This design comes from an exercise in tuning for small area, a short achievable clock period and few clock cycles per item on the open sky130 flow, not from production work. Where RTL was checked, it was by simulation tests only, not by an equivalence proof against the original.

==> flow/design.v <==
module aes_dec_core (
    input  logic         clk,
    input  logic         rst,
    input  logic         start,
    input  logic [127:0] key,
    input  logic [127:0] ciphertext,
    input  logic         step_en,
    output logic         busy,
    output logic         done,
    output logic [127:0] plaintext
);
    function automatic logic [1:0] gf4_mul(input logic [1:0] a, input logic [1:0] b);
        logic t;
        t = a[1] & b[1];
        gf4_mul = {t ^ (a[1] & b[0]) ^ (a[0] & b[1]), t ^ (a[0] & b[0])};
    endfunction
    function automatic logic [3:0] gf16_mul(input logic [3:0] a, input logic [3:0] b);
        logic [1:0] t, u;
        t = gf4_mul(a[3:2], b[3:2]);
        u = gf4_mul(a[3:2] ^ a[1:0], b[3:2] ^ b[1:0]);
        gf16_mul = {u ^ gf4_mul(a[1:0], b[1:0]), {t[0] ^ t[1], t[1]} ^ gf4_mul(a[1:0], b[1:0])};
    endfunction
    function automatic logic [3:0] gf16_inv(input logic [3:0] a);
        case (a)
            4'h0: gf16_inv = 4'h0;
            4'h1: gf16_inv = 4'h1;
            4'h2: gf16_inv = 4'h3;
            4'h3: gf16_inv = 4'h2;
            4'h4: gf16_inv = 4'hf;
            4'h5: gf16_inv = 4'hc;
            4'h6: gf16_inv = 4'h9;
            4'h7: gf16_inv = 4'hb;
            4'h8: gf16_inv = 4'ha;
            4'h9: gf16_inv = 4'h6;
            4'ha: gf16_inv = 4'h8;
            4'hb: gf16_inv = 4'h7;
            4'hc: gf16_inv = 4'h5;
            4'hd: gf16_inv = 4'he;
            4'he: gf16_inv = 4'hd;
            4'hf: gf16_inv = 4'h4;
            default: gf16_inv = 4'h0;
        endcase
    endfunction
    function automatic logic [11:0] gf256_inv_a(input logic [7:0] a);
        gf256_inv_a = {a[7:4], a[7:4] ^ a[3:0],
                       gf16_inv({a[4] ^ a[3], a[5] ^ a[2] ^ a[3], a[5] ^ a[7] ^ a[1] ^ a[2], a[4] ^ a[5] ^ a[6] ^ a[7] ^ a[0] ^ a[1] ^ a[3]} ^ gf16_mul(a[7:4], a[3:0]))};
    endfunction
    function automatic logic [7:0] gf256_inv_b(input logic [11:0] p);
        gf256_inv_b = {gf16_mul(p[11:8], p[3:0]), gf16_mul(p[7:4], p[3:0])};
    endfunction
    function automatic logic [11:0] inv_sbox_a(input logic [7:0] x);
        inv_sbox_a = gf256_inv_a({x[1] ^ x[2] ^ x[6] ^ x[7], ~(x[0] ^ x[3]), x[3] ^ x[4] ^ x[5] ^ x[6], ~(x[1] ^ x[2] ^ x[7]), ~(x[5] ^ x[7]), x[1] ^ x[2] ^ x[6], x[2] ^ x[3] ^ x[5] ^ x[6], x[3]});
    endfunction
    function automatic logic [7:0] inv_sbox_b(input logic [11:0] p);
        logic [7:0] t;
        t = gf256_inv_b(p);
        inv_sbox_b = {t[1] ^ t[2] ^ t[5], t[2] ^ t[3] ^ t[6] ^ t[7], t[1] ^ t[2] ^ t[5] ^ t[7], t[1] ^ t[3] ^ t[4], t[1] ^ t[4] ^ t[6] ^ t[7], t[1] ^ t[4] ^ t[5], t[4] ^ t[6] ^ t[7], t[0] ^ t[1] ^ t[2] ^ t[4]};
    endfunction
    function automatic logic [11:0] sbox_a(input logic [7:0] x);
        sbox_a = gf256_inv_a({x[5] ^ x[7], x[1] ^ x[2] ^ x[3] ^ x[4] ^ x[5] ^ x[6], x[1] ^ x[4] ^ x[6] ^ x[7], x[2] ^ x[3] ^ x[4] ^ x[6] ^ x[7], x[1] ^ x[2] ^ x[6] ^ x[7], x[3] ^ x[4] ^ x[6], x[1] ^ x[3], x[0] ^ x[1] ^ x[2] ^ x[3] ^ x[7]});
    endfunction
    function automatic logic [7:0] sbox_b(input logic [11:0] p);
        logic [7:0] t;
        t = gf256_inv_b(p);
        sbox_b = {t[2] ^ t[7], ~(t[4] ^ t[7]), ~(t[2] ^ t[3] ^ t[7]), t[0] ^ t[2] ^ t[3] ^ t[4] ^ t[5], t[0], t[0] ^ t[1] ^ t[2] ^ t[3] ^ t[4], ~(t[0] ^ t[1] ^ t[3] ^ t[7]), ~(t[0] ^ t[6])};
    endfunction
    function automatic logic [7:0] xtime(input logic [7:0] x);
        xtime = {x[6:0], 1'b0} ^ (x[7] ? 8'h1b : 8'h00);
    endfunction
    function automatic logic [7:0] inv_xtime(input logic [7:0] x);
        inv_xtime = x[0] ? {1'b1, x[7:1] ^ 7'h0d} : {1'b0, x[7:1]};
    endfunction
    function automatic logic [31:0] inv_mix_col(input logic [31:0] col);
        logic [7:0] a0, a1, a2, a3, b0, b1, b2, b3, u, v, t;
        a0 = col[31:24];
        a1 = col[23:16];
        a2 = col[15:8];
        a3 = col[7:0];
        u  = xtime(xtime(a0 ^ a2));
        v  = xtime(xtime(a1 ^ a3));
        b0 = a0 ^ u;
        b1 = a1 ^ v;
        b2 = a2 ^ u;
        b3 = a3 ^ v;
        t  = b0 ^ b1 ^ b2 ^ b3;
        inv_mix_col = {b0 ^ t ^ xtime(b0 ^ b1), b1 ^ t ^ xtime(b1 ^ b2),
                       b2 ^ t ^ xtime(b2 ^ b3), b3 ^ t ^ xtime(b3 ^ b0)};
    endfunction
    function automatic logic [127:0] inv_mix(input logic [127:0] s);
        inv_mix = {inv_mix_col(s[127:96]), inv_mix_col(s[95:64]),
                   inv_mix_col(s[63:32]), inv_mix_col(s[31:0])};
    endfunction
    function automatic logic [191:0] round_a(input logic [127:0] s);
        logic [191:0] o;
        logic [3:0]   dst;
        logic [3:0]   src;
        o = '0;
        for (int i = 0; i < 16; i++) begin
            dst = 4'(i);
            src = {dst[3:2] - dst[1:0], dst[1:0]};
            o[191 - 12*i -: 12] = inv_sbox_a(s[127 - 8*int'(src) -: 8]);
        end
        round_a = o;
    endfunction
    function automatic logic [127:0] round_b(input logic [191:0] p);
        logic [127:0] o;
        o = '0;
        for (int i = 0; i < 16; i++) o[127 - 8*i -: 8] = inv_sbox_b(p[191 - 12*i -: 12]);
        round_b = o;
    endfunction
    function automatic logic [47:0] key_a(input logic [31:0] w);
        key_a = {sbox_a(w[23:16]), sbox_a(w[15:8]), sbox_a(w[7:0]), sbox_a(w[31:24])};
    endfunction
    function automatic logic [31:0] key_b(input logic [47:0] m);
        key_b = {sbox_b(m[47:36]), sbox_b(m[35:24]), sbox_b(m[23:12]), sbox_b(m[11:0])};
    endfunction
    logic [127:0] s_r, p2_r, ra_r, rb_r, rc_r;
    logic [191:0] p1_r;
    logic [47:0]  m_r;
    logic         a_act_r, b_act_r, c_act_r;
    logic [7:0]   a_rc_r, b_rc_r, c_rc_r;
    logic [127:0] pt_r;
    logic         busy_r, done_r;
    logic         x_act_r;         
    logic         x_rdy_r;         
    logic         x_go_r;          
    logic         x_half_r;        
    logic [127:0] x_ct_r;
    logic [127:0] x_k_r;           
    logic [47:0]  x_m_r;
    logic [7:0]   x_rc_r;
    logic [127:0] k0c_r;           
    logic         kv_r;            
    logic [127:0] kdec, x_next;
    logic [31:0]  x_sub;
    logic         c_fin, afree, hit, accept, mv;
    assign kdec  = {rb_r[127:96] ^ key_b(m_r) ^ {b_rc_r, 24'h0}, rb_r[127:96] ^ rb_r[95:64],
                    rb_r[95:64] ^ rb_r[63:32], rb_r[63:32] ^ rb_r[31:0]};
    assign c_fin = c_act_r && (c_rc_r == 8'h8d);
    assign afree = !c_act_r || c_fin;
    assign x_sub = key_b(x_m_r);
    always_comb begin
        x_next[127:96] = x_k_r[127:96] ^ x_sub ^ {x_rc_r, 24'h0};
        x_next[95:64]  = x_k_r[95:64] ^ x_next[127:96];
        x_next[63:32]  = x_k_r[63:32] ^ x_next[95:64];
        x_next[31:0]   = x_k_r[31:0] ^ x_next[63:32];
    end
    assign hit    = kv_r && (key == k0c_r);
    assign accept = start && !busy_r;
    assign mv     = x_act_r && x_rdy_r && step_en && afree;
    always_ff @(posedge clk) begin
        if (rst) begin
            a_act_r <= 1'b0;
            b_act_r <= 1'b0;
            c_act_r <= 1'b0;
            x_act_r <= 1'b0;
            kv_r    <= 1'b0;
            busy_r  <= 1'b0;
            done_r  <= 1'b0;
        end else begin
            done_r <= step_en && c_fin;
            if (step_en) begin
                a_act_r <= mv || (c_act_r && !c_fin);
                b_act_r <= a_act_r;
                c_act_r <= b_act_r;
            end
            if (accept) begin
                x_act_r <= 1'b1;
                kv_r    <= hit;
            end else if (mv) begin
                x_act_r <= 1'b0;
            end else if (x_act_r && !x_rdy_r && step_en && x_half_r && x_rc_r == 8'h36) begin
                kv_r    <= 1'b1;
            end
            busy_r <= accept || (x_act_r && !mv);
        end
        if (step_en) begin
            p1_r   <= round_a(s_r);
            rb_r   <= ra_r;
            m_r    <= key_a(ra_r[31:0] ^ ra_r[63:32]);
            b_rc_r <= a_rc_r;
            p2_r   <= round_b(p1_r) ^ kdec;
            rc_r   <= kdec;
            c_rc_r <= inv_xtime(b_rc_r);
            if (mv) begin
                s_r    <= x_ct_r ^ x_k_r;
                ra_r   <= x_k_r;
                a_rc_r <= 8'h36;
            end else begin
                s_r    <= inv_mix(p2_r);
                ra_r   <= rc_r;
                a_rc_r <= c_rc_r;
            end
            if (c_fin) pt_r <= p2_r;
        end
        if (!x_act_r) x_ct_r <= ciphertext;
        if (accept) begin
            k0c_r   <= key;
            x_rdy_r <= hit;
            x_go_r  <= 1'b0;
        end else if (x_act_r && !x_rdy_r && step_en) begin
            if (!x_go_r) begin
                x_go_r   <= 1'b1;
                x_half_r <= 1'b0;
                x_k_r    <= k0c_r;
                x_rc_r   <= 8'h01;
            end else begin
                x_half_r <= !x_half_r;
                if (x_half_r) begin
                    x_k_r  <= x_next;
                    x_rc_r <= xtime(x_rc_r);
                    if (x_rc_r == 8'h36) x_rdy_r <= 1'b1;
                end
            end
        end
        if (step_en) x_m_r <= key_a(x_k_r[31:0]);
    end
    assign busy      = busy_r;
    assign done      = done_r;
    assign plaintext = pt_r;
endmodule
clock: 8.0 ns
lec_check: 0
cap_margin: 20
cell_pad_in_sites_detail_placement: 1
cell_pad_in_sites_global_placement: 2
core_margin: 2
core_utilization: 40
place_density: 0.55
setup_slack_margin: 4.5
slew_margin: 20
standard.sh (not shown) runs the stock make flow with config.mk's settings and CLKGATE_MAP_FILE= SYNTH_SCRIPT=/design/flow/synth_recipe.tcl, a recipe that flattens the netlist after the stock synthesis.
==> flow/flow/run.sh <==
#!/bin/bash
# Standard ORFS layout, with the synthesis technology mapping done by the ABC
# script in flow/abc_speed.script (area-oriented mapping, then sizing).
set -euo pipefail
cd "$(dirname "${BASH_SOURCE[0]}")/.."
W=$PWD
rm -rf "$W/scripts_own"
cp -r "$FLOW_HOME/scripts" "$W/scripts_own"
cp "$W/flow/abc_speed.script" "$W/scripts_own/abc_speed.script"
bash standard.sh SCRIPTS_DIR="$W/scripts_own" finish > "$W/standard_flow.log" 2>&1
==> flow/flow/abc_speed.script <==
&get -n
&st
&dch -f
&nf
&put
topo
stime -c
buffer -c
upsize -c
dnsize -c
The starting point finished with timing, DRC and antenna clean.
Testbench counts at the start, summed over its fixed seeds: cycles 6,361, blocks 560.
Edit:
--- a/flow/design.v
+++ b/flow/design.v
@@ -113,10 +113,11 @@
     endfunction
     function automatic logic [31:0] key_b(input logic [47:0] m);
         key_b = {sbox_b(m[47:36]), sbox_b(m[35:24]), sbox_b(m[23:12]), sbox_b(m[11:0])};
     endfunction
     logic [127:0] s_r, p2_r, ra_r, rb_r, rc_r;
+    logic [31:0]  ra3_r, rc3_r;    
     logic [191:0] p1_r;
     logic [47:0]  m_r;
     logic         a_act_r, b_act_r, c_act_r;
     logic [7:0]   a_rc_r, b_rc_r, c_rc_r;
     logic [127:0] pt_r;
@@ -129,15 +130,20 @@
     logic [127:0] x_k_r;           
     logic [47:0]  x_m_r;
     logic [7:0]   x_rc_r;
     logic [127:0] k0c_r;           
     logic         kv_r;            
-    logic [127:0] kdec, x_next;
+    logic [127:0] y, kdec, z, x_next;
+    logic [31:0]  ksub, pre0;
     logic [31:0]  x_sub;
     logic         c_fin, afree, hit, accept, mv;
-    assign kdec  = {rb_r[127:96] ^ key_b(m_r) ^ {b_rc_r, 24'h0}, rb_r[127:96] ^ rb_r[95:64],
+    assign ksub  = key_b(m_r);
+    assign pre0  = rb_r[127:96] ^ {b_rc_r, 24'h0};
+    assign kdec  = {pre0 ^ ksub, rb_r[127:96] ^ rb_r[95:64],
                     rb_r[95:64] ^ rb_r[63:32], rb_r[63:32] ^ rb_r[31:0]};
+    assign y     = round_b(p1_r);
+    assign z     = {y[127:96] ^ pre0 ^ ksub, y[95:0] ^ kdec[95:0]};
     assign c_fin = c_act_r && (c_rc_r == 8'h8d);
     assign afree = !c_act_r || c_fin;
     assign x_sub = key_b(x_m_r);
     always_comb begin
         x_next[127:96] = x_k_r[127:96] ^ x_sub ^ {x_rc_r, 24'h0};
@@ -175,26 +181,29 @@
             busy_r <= accept || (x_act_r && !mv);
         end
         if (step_en) begin
             p1_r   <= round_a(s_r);
             rb_r   <= ra_r;
-            m_r    <= key_a(ra_r[31:0] ^ ra_r[63:32]);
+            m_r    <= key_a(ra3_r);
             b_rc_r <= a_rc_r;
-            p2_r   <= round_b(p1_r) ^ kdec;
+            p2_r   <= z;
             rc_r   <= kdec;
+            rc3_r  <= rb_r[95:64] ^ rb_r[31:0];
             c_rc_r <= inv_xtime(b_rc_r);
             if (mv) begin
                 s_r    <= x_ct_r ^ x_k_r;
                 ra_r   <= x_k_r;
+                ra3_r  <= x_k_r[31:0] ^ x_k_r[63:32];
                 a_rc_r <= 8'h36;
             end else begin
                 s_r    <= inv_mix(p2_r);
                 ra_r   <= rc_r;
+                ra3_r  <= rc3_r;
                 a_rc_r <= c_rc_r;
             end
-            if (c_fin) pt_r <= p2_r;
-        end
+        end
+        pt_r <= p2_r;
         if (!x_act_r) x_ct_r <= ciphertext;
         if (accept) begin
             k0c_r   <= key;
             x_rdy_r <= hit;
             x_go_r  <= 1'b0;
@@ -211,11 +220,11 @@
                     x_rc_r <= xtime(x_rc_r);
                     if (x_rc_r == 8'h36) x_rdy_r <= 1'b1;
                 end
             end
         end
-        if (step_en) x_m_r <= key_a(x_k_r[31:0]);
+        x_m_r <= key_a(x_k_r[31:0]);
     end
     assign busy      = busy_r;
     assign done      = done_r;
     assign plaintext = pt_r;
 endmodule
Fmax is higher by 5.5%.
Cell area shrinks by about 2%.
Setup slack improved by 190 ps.
Core utilization shrinks by 0.96 points.
Cell count went down by 1.1%.
Global-route usage rises by 0.34 points.
Critical path depth fell by 9.
Synthesized area hardly moves.
Wire length increases by 1.2%.
Testbench counts after the change, summed over its fixed seeds: cycles 6,361, blocks 560.


aes_dec_core, a different RTL version from the one above (not shown whole).
Size: ~7,400 cells after synthesis, about 1,500 flip-flops.
export LEC_CHECK = 0
export CAP_MARGIN = 20
export CELL_PAD_IN_SITES_DETAIL_PLACEMENT = 1
export CELL_PAD_IN_SITES_GLOBAL_PLACEMENT = 2
export CORE_MARGIN = 2
export CORE_UTILIZATION = 40
export PLACE_DENSITY = 0.55
export SETUP_SLACK_MARGIN = 4.5
export SLEW_MARGIN = 20
create_clock -name core_clock -period 8.0 [get_ports {clk}]
Scripts as last shown in full above: flow/flow/run.sh, flow/flow/abc_speed.script
Then changed:
--- a/flow/design.v
+++ b/flow/design.v
@@ -48,24 +48,27 @@
     function automatic logic [7:0] gf256_inv_b(input logic [11:0] p);
         gf256_inv_b = {gf16_mul(p[11:8], p[3:0]), gf16_mul(p[7:4], p[3:0])};
     endfunction
     function automatic logic [11:0] inv_sbox_a(input logic [7:0] x);
         inv_sbox_a = gf256_inv_a({x[1] ^ x[2] ^ x[6] ^ x[7], ~(x[0] ^ x[3]), x[3] ^ x[4] ^ x[5] ^ x[6], ~(x[1] ^ x[2] ^ x[7]), ~(x[5] ^ x[7]), x[1] ^ x[2] ^ x[6], x[2] ^ x[3] ^ x[5] ^ x[6], x[3]});
     endfunction
     function automatic logic [7:0] inv_sbox_b(input logic [11:0] p);
         logic [7:0] t;
         t = gf256_inv_b(p);
         inv_sbox_b = {t[1] ^ t[2] ^ t[5], t[2] ^ t[3] ^ t[6] ^ t[7], t[1] ^ t[2] ^ t[5] ^ t[7], t[1] ^ t[3] ^ t[4], t[1] ^ t[4] ^ t[6] ^ t[7], t[1] ^ t[4] ^ t[5], t[4] ^ t[6] ^ t[7], t[0] ^ t[1] ^ t[2] ^ t[4]};
     endfunction
+    function automatic logic [7:0] sbox_in(input logic [7:0] x);
+        sbox_in = {x[5] ^ x[7], x[1] ^ x[2] ^ x[3] ^ x[4] ^ x[5] ^ x[6], x[1] ^ x[4] ^ x[6] ^ x[7], x[2] ^ x[3] ^ x[4] ^ x[6] ^ x[7], x[1] ^ x[2] ^ x[6] ^ x[7], x[3] ^ x[4] ^ x[6], x[1] ^ x[3], x[0] ^ x[1] ^ x[2] ^ x[3] ^ x[7]};
+    endfunction
     function automatic logic [11:0] sbox_a(input logic [7:0] x);
-        sbox_a = gf256_inv_a({x[5] ^ x[7], x[1] ^ x[2] ^ x[3] ^ x[4] ^ x[5] ^ x[6], x[1] ^ x[4] ^ x[6] ^ x[7], x[2] ^ x[3] ^ x[4] ^ x[6] ^ x[7], x[1] ^ x[2] ^ x[6] ^ x[7], x[3] ^ x[4] ^ x[6], x[1] ^ x[3], x[0] ^ x[1] ^ x[2] ^ x[3] ^ x[7]});
+        sbox_a = gf256_inv_a(sbox_in(x));
     endfunction
     function automatic logic [7:0] sbox_b(input logic [11:0] p);
         logic [7:0] t;
         t = gf256_inv_b(p);
         sbox_b = {t[2] ^ t[7], ~(t[4] ^ t[7]), ~(t[2] ^ t[3] ^ t[7]), t[0] ^ t[2] ^ t[3] ^ t[4] ^ t[5], t[0], t[0] ^ t[1] ^ t[2] ^ t[3] ^ t[4], ~(t[0] ^ t[1] ^ t[3] ^ t[7]), ~(t[0] ^ t[6])};
     endfunction
     function automatic logic [7:0] xtime(input logic [7:0] x);
         xtime = {x[6:0], 1'b0} ^ (x[7] ? 8'h1b : 8'h00);
     endfunction
     function automatic logic [7:0] inv_xtime(input logic [7:0] x);
         inv_xtime = x[0] ? {1'b1, x[7:1] ^ 7'h0d} : {1'b0, x[7:1]};
@@ -99,22 +102,29 @@
             dst = 4'(i);
             src = {dst[3:2] - dst[1:0], dst[1:0]};
             o[191 - 12*i -: 12] = inv_sbox_a(s[127 - 8*int'(src) -: 8]);
         end
         round_a = o;
     endfunction
     function automatic logic [127:0] round_b(input logic [191:0] p);
         logic [127:0] o;
         o = '0;
         for (int i = 0; i < 16; i++) o[127 - 8*i -: 8] = inv_sbox_b(p[191 - 12*i -: 12]);
         round_b = o;
+    endfunction
+    function automatic logic [31:0] key_in(input logic [31:0] w);
+        key_in = {sbox_in(w[31:24]), sbox_in(w[23:16]), sbox_in(w[15:8]), sbox_in(w[7:0])};
+    endfunction
+    function automatic logic [47:0] key_a_t(input logic [31:0] t);
+        key_a_t = {gf256_inv_a(t[23:16]), gf256_inv_a(t[15:8]), gf256_inv_a(t[7:0]),
+                   gf256_inv_a(t[31:24])};
     endfunction
     function automatic logic [47:0] key_a(input logic [31:0] w);
         key_a = {sbox_a(w[23:16]), sbox_a(w[15:8]), sbox_a(w[7:0]), sbox_a(w[31:24])};
     endfunction
     function automatic logic [31:0] key_b(input logic [47:0] m);
         key_b = {sbox_b(m[47:36]), sbox_b(m[35:24]), sbox_b(m[23:12]), sbox_b(m[11:0])};
     endfunction
     logic [127:0] s_r, p2_r, ra_r, rb_r, rc_r;
     logic [31:0]  ra3_r, rc3_r;    
     logic [191:0] p1_r;
     logic [47:0]  m_r;
@@ -174,32 +184,32 @@
                 kv_r    <= hit;
             end else if (mv) begin
                 x_act_r <= 1'b0;
             end else if (x_act_r && !x_rdy_r && step_en && x_half_r && x_rc_r == 8'h36) begin
                 kv_r    <= 1'b1;
             end
             busy_r <= accept || (x_act_r && !mv);
         end
         if (step_en) begin
             p1_r   <= round_a(s_r);
             rb_r   <= ra_r;
-            m_r    <= key_a(ra3_r);
+            m_r    <= key_a_t(ra3_r);
             b_rc_r <= a_rc_r;
             p2_r   <= z;
             rc_r   <= kdec;
-            rc3_r  <= rb_r[95:64] ^ rb_r[31:0];
+            rc3_r  <= key_in(rb_r[95:64] ^ rb_r[31:0]);
             c_rc_r <= inv_xtime(b_rc_r);
             if (mv) begin
                 s_r    <= x_ct_r ^ x_k_r;
                 ra_r   <= x_k_r;
-                ra3_r  <= x_k_r[31:0] ^ x_k_r[63:32];
+                ra3_r  <= key_in(x_k_r[31:0] ^ x_k_r[63:32]);
                 a_rc_r <= 8'h36;
             end else begin
                 s_r    <= inv_mix(p2_r);
                 ra_r   <= rc_r;
                 ra3_r  <= rc3_r;
                 a_rc_r <= c_rc_r;
             end
         end
         pt_r <= p2_r;
         if (!x_act_r) x_ct_r <= ciphertext;
         if (accept) begin
Result: The new run finished clean. Sequential share of layout area falls by 0.33 points. Setup slack improves by 0.049 ns. Clock-buffer cell count increases by 19. Critical path depth rises by 6. Die area came out higher slightly.
No functional check of the RTL was part of any run of this note.

==> port drivers added, routing unchanged <==
How much do the figures lean on ideal ports? The routed layouts below were timed once more, with nothing changed but the port constraints. Step 1 (the two cells are an assumption about what drives the block):
set clk [get_ports {clk}]
set_driving_cell -lib_cell sky130_fd_sc_hd__clkbuf_16 $clk
set_driving_cell -lib_cell sky130_fd_sc_hd__buf_2 [delete_from_list [all_inputs] $clk]
Step 2 times the ports against the registers' clock, not the clock port: input delays grow and output delays shrink by t, the midpoint of the rising clock arrivals with the driver on. Three values: ideal, step 1, step 2; two values: the first two.
run | t (ns) | slack for setup (ns) | worst setup path after step 2 | cell pins on the clock port's net
the first run of note 1 | 0.923 | 4.337 / 4.337 / 3.722 | input to register | 1
the second run of note 1 | 0.942 | 4.529 / 4.476 / 3.655 | input to register | 1
the first run of note 2 | 0.914 | 4.509 / 4.492 / 3.682 | input to register | 1
the second run of note 2 | 0.921 | 4.558 / 4.509 / 3.744 | input to register | 1
After both steps every run listed still meets setup and hold. For the second run of note 1, which loses most, drivers alone change the setup slack by -0.053 ns; drivers and shift together by -0.874 ns.
